Background: an optimization exercise with open tools, aiming at small area and a short achievable clock period. Do not read the settings as production practice.
Only simulation tests tie the RTL to the original design; equivalence was not proved.
Power and IR drop assume default switching activity.

==> flow/run.sh <==
#!/bin/bash
# synth_recipe.tcl (not shown) runs the flow's synth.tcl, then flattens the netlist and writes it again
# the make line also repeats each setting of config.mk as NAME=value (left out here)
make -C /OpenROAD-flow-scripts/flow DESIGN_CONFIG=/design/flow/config.mk WORK_HOME=/design/flow/orfs CLKGATE_MAP_FILE= SYNTH_SCRIPT=/design/flow/synth_recipe.tcl finish
==> flow/constraint.sdc <==
create_clock -name core_clock -period 4.0 [get_ports {clk}]
set_input_delay 0.8000 -clock core_clock [delete_from_list [all_inputs] [get_ports {clk}]]
set_output_delay 0.8000 -clock core_clock [all_outputs]
set_load 0.01 [all_outputs]
==> flow/config.mk <==
export PLATFORM = sky130hd
export DESIGN_NAME = spi_ram_burst
export DESIGN_NICKNAME = spi_ram_burst
export VERILOG_FILES = /design/flow/design.v
export SDC_FILE = /design/flow/constraint.sdc
export NUM_CORES = 4
export LEC_CHECK = 0
export CAP_MARGIN = 5
export CORE_MARGIN = 2
export CORE_UTILIZATION = 60
export CTS_CLUSTER_DIAMETER = 75
export CTS_CLUSTER_SIZE = 24
export PLACE_DENSITY = 0.72
export SETUP_SLACK_MARGIN = 1.55
export SLEW_MARGIN = 5
==> flow/design.v <==
module spi_ram_burst #(
    parameter int MEM_DEPTH  = 256,
    parameter int ADDR_SIZE  = 8,
    parameter int DATA_WIDTH = 8,
    parameter bit AUTO_INC   = 1'b1
) (
    input  logic                  clk,
    input  logic                  rst_n,
    input  logic [DATA_WIDTH+1:0] din,
    input  logic                  rx_valid,
    input  logic                  tx_ready,
    output logic [DATA_WIDTH-1:0] dout,
    output logic                  tx_valid,
    output logic                  busy,
    output logic                  cmd_drop
);
    localparam int NCP = 4;   
    logic [1:0] opcode;
    logic [7:0] payload;
    assign opcode  = din[9:8];
    assign payload = din[7:0];
    function automatic logic [15:0] dec4(input logic [3:0] a);
        dec4 = 16'd1 << a;
    endfunction
    logic        rd_mode, more;
    logic        txv_q, busy_q, dmode_q;    
    logic        drop_q;
    logic [7:0]  remaining;
    logic [7:0]  write_address;
    logic [15:0] ra_hi;                     
    logic [7:0]  dout_q;
    logic cmd_waddr, cmd_wdata, cmd_read, hs, hs_more;
    assign cmd_waddr = !rd_mode && rx_valid && (opcode == 2'b00);
    assign cmd_wdata = !rd_mode && rx_valid && (opcode == 2'b01);
    assign cmd_read  = !rd_mode && rx_valid && (opcode == 2'b11);
    assign hs        = rd_mode && tx_ready;
    assign hs_more   = more && tx_ready;
    logic        rd_mode_c [NCP];
    logic        more_c    [NCP];
    logic [15:0] ra_lo     [NCP];
    logic [15:0] lo_next   [NCP];
    logic        ra_inc_c  [NCP];
    for (genvar c = 0; c < NCP; c++) begin : g_ctl
        logic raddr, rdcmd, inc;
        assign raddr = !rd_mode_c[c] && rx_valid && (opcode == 2'b10);
        assign rdcmd = !rd_mode_c[c] && rx_valid && (opcode == 2'b11);
        assign inc   = rdcmd || (more_c[c] && tx_ready);
        assign ra_inc_c[c] = inc;
        assign lo_next[c] = raddr ? dec4(payload[3:0])
                          : inc   ? {ra_lo[c][14:0], ra_lo[c][15]}
                          :         ra_lo[c];
        always_ff @(posedge clk or negedge rst_n) begin
            if (!rst_n) begin
                rd_mode_c[c] <= 1'b0;
                more_c[c]    <= 1'b0;
                ra_lo[c]     <= 16'd1;
            end else begin
                ra_lo[c] <= lo_next[c];
                if (rdcmd) begin
                    rd_mode_c[c] <= 1'b1;
                    more_c[c]    <= (payload != 8'd0);
                end else if (more_c[c] && tx_ready) begin
                    more_c[c]    <= (remaining != 8'd1);
                end else if (rd_mode_c[c] && tx_ready) begin
                    rd_mode_c[c] <= 1'b0;
                end
            end
        end
    end
    logic [15:0] pw_lo, pw_hi;    
    logic [7:0]  pw_data;
    logic        pw_en;
    logic [15:0] pp_lo, pp_hi;
    logic [7:0]  pp_data;
    logic        pp_en;
    always_ff @(posedge clk) begin
        pw_lo   <= dec4(write_address[3:0]);
        pw_hi   <= cmd_wdata ? dec4(write_address[7:4]) : 16'd0;
        pw_en   <= cmd_wdata;
        pw_data <= payload;
        pp_lo   <= pw_lo;
        pp_hi   <= pw_hi;
        pp_en   <= pw_en;
        pp_data <= pw_data;
    end
    logic [7:0] mem [256];
    for (genvar w = 0; w < 256; w++) begin : g_word
        always_ff @(posedge clk) begin
            if (pw_hi[w / 16] && pw_lo[w % 16]) mem[w] <= pw_data;
        end
    end
    logic [7:0] grp [16];
    for (genvar i = 0; i < 16; i++) begin : g_grp
        logic [7:0] sel;
        always_comb begin
            sel = '0;
            for (int j = 0; j < 16; j++)
                sel = sel | (mem[16 * i + j] & {8{lo_next[i / (16 / NCP)][j]}});
        end
        always_ff @(posedge clk) grp[i] <= sel;
    end
    logic [7:0] rd_arr;
    always_comb begin
        rd_arr = '0;
        for (int i = 0; i < 16; i++)
            rd_arr = rd_arr | (grp[i] & {8{ra_hi[i]}});
    end
    logic byp_w, byp_p;
    assign byp_w = pw_en && |(pw_lo & ra_lo[0]) && |(pw_hi & ra_hi);
    assign byp_p = pp_en && |(pp_lo & ra_lo[0]) && |(pp_hi & ra_hi);
    logic [7:0] rd_word;
    assign rd_word = byp_w ? pw_data : byp_p ? pp_data : rd_arr;
    logic dout_ld, dout_hold;
    assign dout_ld   = !rd_mode || tx_ready;
    assign dout_hold = dmode_q && !tx_ready;
    always_ff @(posedge clk) begin
        dout_q <= (rd_word & {8{dout_ld}}) | (dout_q & {8{dout_hold}});
    end
    always_ff @(posedge clk or negedge rst_n) begin
        if (!rst_n) begin
            rd_mode       <= 1'b0;
            more          <= 1'b0;
            txv_q         <= 1'b0;
            busy_q        <= 1'b0;
            dmode_q       <= 1'b0;
            drop_q        <= 1'b0;
            remaining     <= '0;
            write_address <= '0;
            ra_hi         <= 16'd1;
        end else begin
            drop_q <= rd_mode && rx_valid;
            if (cmd_read) rd_mode <= 1'b1;
            else if (hs && !more) rd_mode <= 1'b0;
            if (cmd_read) txv_q <= 1'b1;
            else if (txv_q && tx_ready && !more) txv_q <= 1'b0;
            if (cmd_read) busy_q <= 1'b1;
            else if (busy_q && tx_ready && !more) busy_q <= 1'b0;
            if (cmd_read) dmode_q <= 1'b1;
            else if (dmode_q && tx_ready && !more) dmode_q <= 1'b0;
            if (cmd_read) begin
                remaining <= payload;
                more      <= (payload != 8'd0);
            end else if (hs_more) begin
                remaining <= remaining - 1'b1;
                more      <= (remaining != 8'd1);
            end
            if (cmd_waddr) write_address <= payload;
            else if (cmd_wdata) write_address <= write_address + 1'b1;
            if (!rd_mode && rx_valid && (opcode == 2'b10)) ra_hi <= dec4(payload[7:4]);
            else if (ra_inc_c[0] && ra_lo[0][15]) ra_hi <= {ra_hi[14:0], ra_hi[15]};
        end
    end
    assign dout     = dout_q;
    assign tx_valid = txv_q;
    assign busy     = busy_q;
    assign cmd_drop = drop_q;
endmodule
==> flow_metrics.env, run 1 <==
export IMPL_outcome="complete, no violations"
export IMPL_slew_limit_headroom_pct=23.1
export IMPL_die_w_um=383
export IMPL_grt_pass1_wl_um=356000
export IMPL_critPathTopFamily="compound AO/OA/AOI/OAI gates"
export IMPL_avgSynthCellArea_um2=18.1
export IMPL_final_max_slew_violation_count=0
export IMPL_ir_worst_vdd_mv=0.517
export IMPL_dpl_hpwl_um=152000
export IMPL_fillerInstances=9058
export IMPL_finalSetupViolations=0
export IMPL_ys_seq_elements=2376
export IMPL_ff2ff_path_depth=5
export IMPL_antenna_found_initial=17
export IMPL_final_cell_mix="edfxtp_1 (2,048), a22o_1 (560), a221oi_2 (396)"
export IMPL_clk_pin_slew_ps=90
export IMPL_path_depth=5
export IMPL_fin_util_pct=68.6
export IMPL_leakage_nw=31.5
export IMPL_path_buf_inv=0
export IMPL_yosysTopAreaCellShare_pct=71.4
export IMPL_tightest_slew_ps=1150
export IMPL_grt_overflow=0
export IMPL_drc=0
export IMPL_critPathMaxStageDelay_ps=630
export IMPL_critical_path_cell_chain="a22o_1, a221oi_1, nand4_1, mux2_2, a221o_1"
export IMPL_cts_tree="built"
export IMPL_drt_pass1_iterations=8
export IMPL_syn2layout_area_growth_pct=13.9
export IMPL_cp_data_arrival_time_ps=3190
export IMPL_synth_cells=4757
export IMPL_place_gp_congestion=0.987
export IMPL_hold_path_class="input pin to async pin"
export IMPL_yosys_area_top_type="edfxtp_1"
export IMPL_fin_worst_skew_ps=38.4
export IMPL_pre_cts_ws_ps=-93.2
export IMPL_fp_dieH_um=383
export IMPL_grt_max_degree=150
export IMPL_start_util_pct=60.2
export IMPL_row_count=139
export IMPL_mostFrequentLayoutCell="edfxtp_1"
export IMPL_io_buffers=24
export IMPL_root_buffer="clkbuf_16"
export IMPL_crit_fanout=12
export IMPL_cp_data_required_time_ps=4670
export IMPL_setup_tns_final_ps=0
export IMPL_seq_area_frac_synth_pct=79.7
export IMPL_cts_buffers=117
export IMPL_rsz0062_at_grt="yes"
export IMPL_critPathLaunchType="flop"
export IMPL_ant_nets=0
export IMPL_via_per_inst=7.12
export IMPL_drive_above_1_share_pct=21.9
export IMPL_p_per_area_nw_per_um2=657
export IMPL_htree_levels=3
export IMPL_holdWs_ps=115
export IMPL_synthFlopType="edfxtp_1"
export IMPL_grt_pass1_vias=46800
export IMPL_cpMaxStageDelayCell="dfrtp_1"
export IMPL_hold_violations=0
export IMPL_via_count=49400
export IMPL_cp_end_kind="flop"
export IMPL_synthDistinctLibCells=55
export IMPL_synth_net_count=4779
export IMPL_clock_latency_ps=790
export IMPL_layout_min_cycle_time_ps=2520
export IMPL_wl_per_cell_um=36.2
export IMPL_finalCritPeriodShare_pct=63.1
export IMPL_synth_area_leaders="edfxtp_1 (71%), a22o_1 (5.7%), a221oi_1 (5.6%), dfxtp_1 (5.1%), dfrtp_1 (3.1%)"
export IMPL_maxCapViolations=0
export IMPL_final_nets=4922
export IMPL_cts_sinks=2376
export IMPL_fmax_ghz=0.396
export IMPL_synth_area_um2=86100
export IMPL_crit_type="flop to flop"
export IMPL_drt_wl_total_um=251000
export IMPL_ys_warnings_count=8
export IMPL_hold_buffers=0
export IMPL_grt_usage_pct=34.2
export IMPL_ios=25
export IMPL_dieArea_um2=147000
export IMPL_synth_edf_count=2048
export IMPL_cts_path_max_buffers=3
export IMPL_core_area_um2=143000
export IMPL_postSynth_asyncResetShare_pct=4.63
export IMPL_post_route_worst_setup_slack_ps=1480
export IMPL_drt_iter0_markers=7221
[flip-flops by register name, summed over array words and instances (netlist names), 4 cells and up]
register and flops:
ra_hi 16, write_address 8, mem 2048, pp_hi 16
pw_data 8, pw_lo 16, rd_mode_c 4, pp_data 8
grp 128, more_c 4, remaining 8, dout_q 8
ra_lo 64, pw_hi 16, pp_lo 16
[worst register-to-register path: stages (launching register included)]
cell,delay (ps)
dfrtp_1,630
a22o_1,340
a221oi_1,570
nand4_1,270
mux2_2,340
a221o_1,280
[metrics by stage]
stage / std cells / area (um2) / power [mW]
2_1_floorplan: 4757 / 89000 / 41.2
3_3_place_gp: 6621 / 92800 / 49.6
3_5_place_dp: 6624 / 92900 / 49.8
4_1_cts: 6891 / 97600 / 63.8
5_1_grt: 6905 / 98100 / 66.0
6_report: 6934 / 98100 / 64.5
[area by class of cell]
type                    count  area (um2)  share of cell area [%]
well taps                1903        2380                    2.43
diodes                     29        72.6                  0.0740
inverters                   9        33.8                  0.0344
clock buffers             192        3370                    3.43
repair buffers            322        3620                    3.69
flip-flops and latches   2376       68700                    70.0
multi-input cells        2074       19600                    20.0
clock inverters            29         365                   0.372
[cells in the mapped netlist (5+ instances only)]
| cell | number |
|---|---|
| nor4b_1 | 6 |
| a31oi_1 | 36 |
| a22o_1 | 560 |
| inv_1 | 9 |
| dfxtp_1 | 218 |
| dfrtp_1 | 105 |
| nor3_1 | 18 |
| a221oi_2 | 11 |
| nor4bb_1 | 5 |
| ha_1 | 8 |
| a221o_1 | 8 |
| and2_1 | 277 |
| buf_4 | 16 |
| o21ai_0 | 90 |
| nor2b_1 | 6 |
| a21oi_1 | 52 |
| nand4_1 | 142 |
| a21oi_2 | 40 |
| nor4_1 | 8 |
| buf_6 | 27 |
| and3_1 | 5 |
| dfstp_2 | 5 |
| o22ai_1 | 10 |
| buf_2 | 137 |
| mux2_2 | 9 |
| nand3_1 | 9 |
| nor2_1 | 89 |
| a221oi_1 | 549 |
| nand2b_1 | 7 |
| nand2_1 | 51 |
| and4b_1 | 8 |
| clkbuf_1 | 117 |
| a31oi_2 | 27 |
| edfxtp_1 | 2048 |
[layer usage]
| metal | vias up | GRT usage [%] | share of wire [%] | wire length (um) |
|---|---|---|---|---|
| met3 | 475 | 7.24 | 12 | 29100 |
| met2 | 3243 | 51.4 | 46 | 115000 |
| met4 | 12 | 15.6 | 4.6 | 11600 |
| met5 | - | 0 | 0.032 | 80 |
| met1 | 25400 | 48.6 | 38 | 94600 |
| li1 | 20200 | - | - | - |
[power by group]
part | switching, mW | internal, mW | leakage, nW | total (mW)
sequential | 1.75 | 27.9 | 21.5 | 29.6
combinational | 12.7 | 8.30 | 8.20 | 21.0
clock | 7.80 | 6.11 | 1.80 | 13.9
[worst paths after layout]
kind                            startpoint          end  slack, ps
worst max-delay path             ra_hi[13]    dout_q[2]       1480
worst min-delay path                 rst_n        txv_q        110
worst max register to register   ra_hi[13]    dout_q[2]       1480
worst min register to register       pw_en        pp_en        380
max in group asynchronous            rst_n  ra_lo[0][0]       2920
min in group core_clock             din[3]   pw_data[3]        320
[cells by family after synthesis]
group	after synthesis	share of synthesized area [%]
compound gates	1388	13.6
fa+ha+maj	8	0.116
flops	2376	79.7
simple gates	656	4.55
mux	12	0.153
buf+inv	310	1.88
xor+xnor	7	0.0712
[timing repair]
action,CTS,global route
gates resized for setup,171,87
pin swaps,18,11
setup endpoints to repair,172,108
setup buffers,40,12
cloned,6,2
==> run 2, diff against run 1 <==
==> flow/config.mk (replaced) <==
export PLATFORM = sky130hd
export DESIGN_NAME = spi_ram_burst
export DESIGN_NICKNAME = spi_ram_burst
export VERILOG_FILES = /design/flow/design.v
export SDC_FILE = /design/flow/constraint.sdc
export NUM_CORES = 4
export LEC_CHECK = 0
export CAP_MARGIN = 20
export CORE_MARGIN = 2
export CORE_UTILIZATION = 40
export CTS_CLUSTER_DIAMETER = 80
export CTS_CLUSTER_SIZE = 30
export SETUP_SLACK_MARGIN = 1.8
export SLEW_MARGIN = 20
==> run 2 against run 1 <==
Non-clock buffer count grew 336; first-iteration DRC count grew 8.0%; register-to-register slack is essentially flat; clock power grew 3%; clock-buffer cell count shrank 58; critical path depth grew 5; combinational power grew 41%; sequential power is essentially flat; synthesized area is the same; now fails the layout checks on antenna violations; routed wire length grew 14%; hold slack gained 240 ps; via count grew 4.6%.
==> flow_metrics.env, run 2 <==
export IMPL_synth_xor_area_share_pct=0.0712
export IMPL_syn2layout_area_growth_pct=23.9
export IMPL_antenna_found_initial=23
export IMPL_hold_violations=0
export IMPL_crit_fanout=7
export IMPL_via_count=51700
export IMPL_p_per_area_nw_per_um2=689
export IMPL_yosysTopAreaCellShare_pct=71.4
export IMPL_design_area_um2=107000
export IMPL_wl_per_cell_um=35.0
export IMPL_r2r_start="rd_mode_c[2]"
export IMPL_violations="antenna violations"
export IMPL_power_mw=73.6
export IMPL_grt_pass1_wl_um=389000
export IMPL_ir_worst_vdd_mv=0.439
export IMPL_dpl_hpwl_um=162000
export IMPL_grt_overflow=0
export IMPL_cts_buffers=109
export IMPL_via_per_inst=6.30
export IMPL_cp_data_required_time_ps=4640
export IMPL_synthFlopType="edfxtp_1"
export IMPL_muxShareOfSynthArea_pct=0.153
export IMPL_postSynth_asyncResetShare_pct=4.63
export IMPL_cts_sinks=2376
export IMPL_fp_dieH_um=468
export IMPL_final_nets=5251
export IMPL_ios=25
export IMPL_postPlaceCellArea_um2=94600
export IMPL_fin_util_pct=49.8
export IMPL_synth_compound_area_share_pct=13.6
export IMPL_clk_pin_slew_ps=110
export IMPL_cpMaxStageDelayCell="dfrtp_2"
export IMPL_dieArea_um2=219000
export IMPL_root_buffer="clkbuf_16"
export IMPL_critPathLaunchType="flop"
export IMPL_finalCritPeriodShare_pct=63.0
export IMPL_pwr_share_comb_pct=40.3
export IMPL_fmax_ghz=0.397
export IMPL_yosys_area_share_adder_pct=0.116
export IMPL_ys_warnings_count=8
export IMPL_p_switching_mw=26.5
export IMPL_synth_area_um2=86100
export IMPL_grt_pass1_vias=48300
export IMPL_synth_edf_count=2048
export IMPL_final_max_slew_violation_count=0
export IMPL_finalSetupViolations=0
export IMPL_grt_usage_pct=25.0
export IMPL_drt_wl_total_um=287000
export IMPL_maxCapViolations=0
export IMPL_tightest_slew_ps=1350
export IMPL_die_w_um=468
export IMPL_critPathLaunch="rd_mode_c[2]"
export IMPL_cp_end_kind="flop"
export IMPL_critical_path_cell_chain="nand4b_4, buf_6, buf_6, a31oi_4, a21oi_4, buf_12, buf_4, a22o_1, a221oi_2, nand4_1"
export IMPL_drt_pass1_iterations=6
export IMPL_largest_register_ffs=2048
export IMPL_synth_most_common_cell="edfxtp_1"
export IMPL_synth_area_leaders="edfxtp_1 (71%), a22o_1 (5.7%), a221oi_1 (5.6%), dfxtp_1 (5.1%), dfrtp_1 (3.1%)"
export IMPL_place_gp_congestion=0.948
export IMPL_outcome="complete, but fails checks"
export IMPL_synthDistinctLibCells=55
export IMPL_drc=0
export IMPL_cts_path_max_buffers=3
export IMPL_synth_top_family_by_area="compound AO/OA/AOI/OAI gates"
export IMPL_cts_tree="built"
export IMPL_pre_cts_ws_ps=-24.0
export IMPL_synth_net_count=4779
export IMPL_row_count=170
export IMPL_avgSynthCellArea_um2=18.1
export IMPL_yosys_area_top_type="edfxtp_1"
export IMPL_mostFrequentLayoutCell="edfxtp_1"
export IMPL_critPathMaxStageDelay_ps=460
export IMPL_fin_worst_skew_ps=46.7
export IMPL_synthSimpleGateAreaFrac_pct=4.55
export IMPL_seq_area_frac_synth_pct=79.7
export IMPL_p_int_mw=47.1
export IMPL_htree_levels=3
export IMPL_hold_path_class="flop to flop"
export IMPL_post_route_worst_setup_slack_ps=1480
export IMPL_drive_above_1_share_pct=31.1
export IMPL_switching_share_pct=36.0
export IMPL_yosys_top_cells_count="edfxtp_1 (2,048), a22o_1 (560), a221oi_1 (549), and2_1 (277), dfxtp_1 (218)"
export IMPL_layout_min_cycle_time_ps=2520
export IMPL_pwr_share_seq_pct=40.3
export IMPL_cp_data_arrival_time_ps=3160
export IMPL_crit_type="flop to flop"
export IMPL_start_util_pct=40.2
export IMPL_grt_max_degree=177
export IMPL_drt_iter0_markers=7801
export IMPL_io_buffers=24
export IMPL_ant_nets=3
export IMPL_top_regs="mem x2048, grp x128, ra_lo x64"
export IMPL_slew_limit_headroom_pct=10.1
export IMPL_clockPowerShare_pct=19.5
export IMPL_clock_latency_ps=820
export IMPL_final_cell_mix="edfxtp_1 (2,048), a22o_1 (519), a221oi_2 (366)"
export IMPL_leakage_nw=34.7
export IMPL_core_area_um2=214000
export IMPL_rsz0062_at_grt="yes"
export IMPL_synth_cells=4757
export IMPL_ys_seq_elements=2376
export IMPL_hp_start="pw_en"
export IMPL_crit_top_cell="buf_6"
export IMPL_largest_register="mem"
## run 2: area by class of cell
cell class	instances	area, um2
inverters	9	33.8
diodes	42	105
flip-flops and latches	2376	68700
multi-input cells	2075	22100
well taps	2838	3550
repair buffers	658	8280
clock buffers	134	2910
clock inverters	74	940
fillers	17100	108000
## run 2: kinds of logic after synthesis
kind of cell,Yosys count
AND/OR/NAND/NOR,656
AO/OA/AOI/OAI,1388
adder cells (fa/ha/maj),8
multiplexers,12
buffers and inverters,310
XOR/XNOR,7
flip-flops,2376
## run 2: layer usage
metal	up-vias	wire, um	GRT usage, %
li1	21000	-	-
met1	27000	113000	35.0
met2	3154	134000	39.2
met3	553	28300	4.90
met4	8	11500	8.52
met5	-	57	0
## run 2: worst paths after layout
| path | endpoint | slack, ps | depth (start not counted) |
|---|---|---|---|
| worst max-delay path | grp[8][2] | 1480 | 10 |
| worst min-delay path | pp_en | 350 | 0 |
| worst max register to register | grp[8][2] | 1480 | 10 |
| worst min register to register | pp_en | 350 | 0 |
| max in group asynchronous | ra_lo[0][15] | 2500 | 3 |
| min in group asynchronous | busy_q | 510 | 2 |
## run 2: repair_timing
action,in CTS,in global routing
buffers inserted,161,115
gates resized for setup,627,248
pin swaps,166,189
cloned,37,20
setup endpoints to repair,181,138
hold buffers,1,0
hold endpoints to repair,5,0
## run 2: metrics by stage
step                      std cells  hold WS, ps  TNS, ps
after global routing           8171          369        0
final                          8206          354        0
after detailed placement       7622          339    -39.5
after global placement         7622          339    -86.7
after floorplan                4757          323        0
after CTS                      8029          360        0
## run 2: worst max-delay path, delay by kind of cell, from the launching register on
kind / cells / cell delay, ps
compound gates: 4 / 770
buf+inv: 4 / 610
flops: 1 / 460
simple gates: 2 / 510
## run 2: power groups by stage
stage                     clock, mW  sequential, mW  combinational, mW
after CTS                      14.4            29.6               26.0
after detailed placement          0            29.9               21.0
after global routing           15.2            29.6               30.2
final                          14.3            29.6               29.6
after global placement            0            30.0               20.9
after floorplan                   0            29.0               12.2

==> afterwards: timing with drivers on the ports <==
The flow's constraints put no driver on any port. The routed layouts listed below were extracted and timed again, unchanged, in two steps.
Step 1 sets driving cells, clkbuf_16 on the clock port and buf_2 on the other inputs (assumed; they add their load-dependent delay and slew).
Step 2 also shifts input and output timing later by t, the mid clock arrival at the registers, as if the neighbouring blocks saw the same clock.
Slacks: no drivers / after step 1 / after step 2; pairs: no drivers / after step 1.
run | shift t [ns] | setup slack, ns | worst setup path after step 2
run 1 | 0.847 | 1.478 / 1.478 / 0.685 | input to register
run 2 | 0.883 | 1.481 / 1.481 / 0.718 | input to register
The setup slack of run 1, which loses most, moves by 0.000 ns with the drivers and by -0.793 ns with both steps.
